From an optimization exercise on the open Yosys and OpenROAD flow, aimed at small area, a short achievable clock period and few clock cycles per item; shortcuts taken in it are not production practice.
RTL that was checked went through simulation tests only; none was proved equivalent to the original.

==> flow/design.v (excerpt) <==
module csidhScheduler (
	input logic clk,
	input logic rst,
	input logic start,
	input logic [csidhPkg::KEY_W-1:0] privateKey,
	output logic busy,
	output logic batchValid,
	output logic batchSign,
	output logic done,
	output logic [csidhPkg::NUM_PRIMES-1:0] batchMask,
	output logic [csidhPkg::COF_W-1:0] cofactor
);
Size: about 4500 cells after synthesis, about 1200 flip-flops, roughly 56000 µm² of cells after synthesis.
Settings: LEC_CHECK=0, CAP_MARGIN=20, CORE_MARGIN=2, CORE_UTILIZATION=40, SETUP_SLACK_MARGIN=4.5, SLEW_MARGIN=20; clock period 8.0 ns.
run.sh (not shown) runs the stock make flow with config.mk's settings and CLKGATE_MAP_FILE= SYNTH_SCRIPT=/design/flow/synth_recipe.tcl, a recipe that flattens the netlist after the stock synthesis.
The first run finished clean.
Testbench counts at the start, summed over its fixed seeds: cycles 3,981, keys 24.
Then changed:
- CORE_UTILIZATION: 40 -> 60
Synthesized area stays the same.
Count of clock-buffer cells in the layout came out lower by 7.
Routed wire length came out lower by 1.4%.
Synthesized cell count stays the same.
Hold slack loses 0.0063 ns.
Worst setup slack improves by 0.036 ns.
Maximum frequency rose by 1.0%.
Then changed:
- CORE_UTILIZATION: 60 -> 40
- SETUP_SLACK_MARGIN: 4.5 -> 4.8
=> Count of clock-buffer cells in the layout is higher by 12; maximum frequency is about the same; worst hold slack improved by 0.0031 ns; cell area is higher by about 6.5%; routed wire length is higher by 7.1%; core utilization is lower by 21 points; first-iteration DRC count is lower by about 17%; sequential share of layout area is lower by 2.4 points.


csidhScheduler, a different RTL version from the one above (not shown whole).
For scale: roughly 4800 cells after synthesis, ~1200 flip-flops, ~57000 µm² of cells after synthesis.
// csidhScheduler
module csidhScheduler (
	input logic clk,
	input logic rst,
	input logic start,
	input logic [csidhPkg::KEY_W-1:0] privateKey,
	output logic busy,
	output logic batchValid,
	output logic batchSign,
	output logic done,
	output logic [csidhPkg::NUM_PRIMES-1:0] batchMask,
	output logic [csidhPkg::COF_W-1:0] cofactor
);
clock: 8.0 ns
lec_check: 0
cap_margin: 20
core_margin: 2
core_utilization: 40
cts_cluster_diameter: 90
cts_cluster_size: 20
setup_slack_margin: 5.0
slew_margin: 20
The first run produced a clean layout.
Testbench counts at the start, summed over its fixed seeds: cycles 3,884, keys 24.
Rerun with:
CTS_CLUSTER_SIZE = 24   (was 20)
Result: The changed run completed without violations; setup slack got worse by 33 ps; global-route usage decreases by 0.24 points; die area does not change; wire length decreases by about 0.7%; synthesized cell count does not change; critical path depth is unchanged; design area decreases by 0.45%; hold slack got worse by 5.9 ps; area after synthesis is unchanged.
Rerun with:
CAP_MARGIN = 10   (was 20)
SLEW_MARGIN = 10   (was 20)
=>
- The changed run completed without violations
- flip-flop and latch count stays the same
- first-iteration DRC count is lower by roughly a tenth
- final cell count is about the same
- register-to-register slack gains 20 ps
- sequential share of layout area is higher by 0.21 points
- area after synthesis does not change
- clock skew is lower by 16 ps
- hold slack barely changes
- final area is lower slightly
Rerun with:
CAP_MARGIN = 20   (was 10)
CTS_CLUSTER_DIAMETER = 100   (was 90)
CTS_CLUSTER_SIZE = 28   (was 24)
SLEW_MARGIN = 20   (was 10)
Fmax goes up slightly.
Final cell count is about the same.
Clock-buffer cell count goes down by 13.
Register-to-register slack is worse by 30 ps.


Another version of the RTL of csidhScheduler (not shown whole).
Size in the first run: ~4800 cells after synthesis.
Settings: LEC_CHECK=0, CAP_MARGIN=20, CORE_MARGIN=2, CORE_UTILIZATION=45, CTS_CLUSTER_DIAMETER=90, CTS_CLUSTER_SIZE=24, SETUP_SLACK_MARGIN=5.0, SLEW_MARGIN=20; clock period 8.0 ns.
The first run completed without violations.
==> next run, changes <==
- CORE_UTILIZATION: 45 -> 40
- CTS_CLUSTER_DIAMETER: 90 -> unset
- CTS_CLUSTER_SIZE: 24 -> unset
Outcome: Clock skew hardly moves; area after synthesis is unchanged; final area goes up by 5.1%; non-clock buffer count goes up by 13; setup slack gets better by 120 ps; die area goes up by 12%; final cell count goes up by 5.8%; sequential share of layout area goes down by 2.0 points; via count goes up by 2.5%; critical path depth goes up by 2.
==> next run, changes <==
- CTS_CLUSTER_DIAMETER: unset -> 100
- CTS_CLUSTER_SIZE: unset -> 20
=> Wire length went down slightly. Via count went down slightly. Core utilization went down by 1.7 points. Count of clock-buffer cells in the layout went down by 72. Die area is unchanged. Register-to-register slack gets worse by 70 ps. Design area went down by a few percent. Non-clock buffer count does not change.
==> next run, changes <==
- CTS_CLUSTER_DIAMETER: 100 -> 90
- CTS_CLUSTER_SIZE: 20 -> 24
After rerunning: Cell area goes down by 0.32%. Sequential cell count does not change. Utilization goes down by 0.15 points. Routed wire length hardly moves.
Function was not checked in any run of this note: the RTL went through the layout flow alone.


csidhScheduler with an RTL version that a note above also has.
Size: roughly 1200 flip-flops, about 720 I/O pins, ~0.057 mm2 of cells after synthesis.
export LEC_CHECK = 0
export CAP_MARGIN = 20
export CORE_MARGIN = 2
export CORE_UTILIZATION = 40
export SETUP_SLACK_MARGIN = 5.0
export SLEW_MARGIN = 20
export TNS_END_PERCENT = 10
create_clock -name core_clock -period 8.0 [get_ports {clk}]
Testbench counts at the start, summed over its fixed seeds: cycles 3,884, keys 24.
Edit:
Settings changed: CORE_UTILIZATION 40 to 50, CTS_CLUSTER_DIAMETER set to 90, CTS_CLUSTER_SIZE set to 24, TNS_END_PERCENT 10 to not set.
Effect: Global-route usage came out higher by 4.5 points; design area came out lower by a few percent.
Edit:
Settings changed: ABC_AREA set to 1, CORE_UTILIZATION 50 to 40.
- global-route usage came out lower by 2.9 points
- maximum frequency came out higher by 3.3%
- wire length came out higher by 9.1%
- sequential share of layout area came out lower by 0.17 points

## port drivers added, routing unchanged
No port has a modelled driver above. Below, the same layouts with a new extraction and two added sets of constraints. Step 1 assumes that a clkbuf_16 drives the clock port and a buf_2 every other input. Step 2 times the ports against the registers' clock, not the clock port: input delays grow and output delays shrink by t, the midpoint of the rising clock arrivals with the driver on. a / b / c = ideal ports / drivers / drivers and shift; a / b = the first two.
run | t, ns | setup slack, ns | clock arrival spread, ns
the first run of note 1 | 0.833 | 4.505 / 4.493 / 3.996 | 0.040 / 0.040
the second run of note 1 | 0.778 | 4.541 / 4.541 / 3.814 | 0.041 / 0.042
the third run of note 1 | 0.820 | 4.543 / 4.543 / 4.138 | 0.048 / 0.048
the first run of note 2 | 0.757 | 5.026 / 4.955 / 4.323 | 0.054 / 0.054
the second run of note 2 | 0.777 | 4.993 / 4.918 / 4.369 | 0.080 / 0.080
the third run of note 2 | 0.778 | 4.989 / 4.919 / 4.306 | 0.066 / 0.066
the fourth run of note 2 | 0.753 | 5.001 / 4.938 / 4.302 | 0.076 / 0.076
the first run of note 3 | 0.780 | 4.795 / 4.795 / 4.306 | 0.049 / 0.049
the second run of note 3 | 0.837 | 4.911 / 4.911 / 4.283 | 0.034 / 0.034
the third run of note 3 | 0.752 | 4.839 / 4.839 / 4.350 | 0.045 / 0.045
the fourth run of note 3 | 0.786 | 4.872 / 4.872 / 4.299 | 0.084 / 0.084
the first run of note 4 | 0.843 | 4.806 / 4.795 / 4.118 | 0.048 / 0.049
the second run of note 4 | 0.762 | 4.946 / 4.946 / 4.378 | 0.045 / 0.045
the third run of note 4 | 0.783 | 5.045 / 4.970 / 4.387 | 0.049 / 0.048
After both steps setup and hold are still met in every run listed. For the second run of note 1, which loses most, drivers alone change the setup slack by 0.000 ns; drivers and shift together by -0.727 ns.
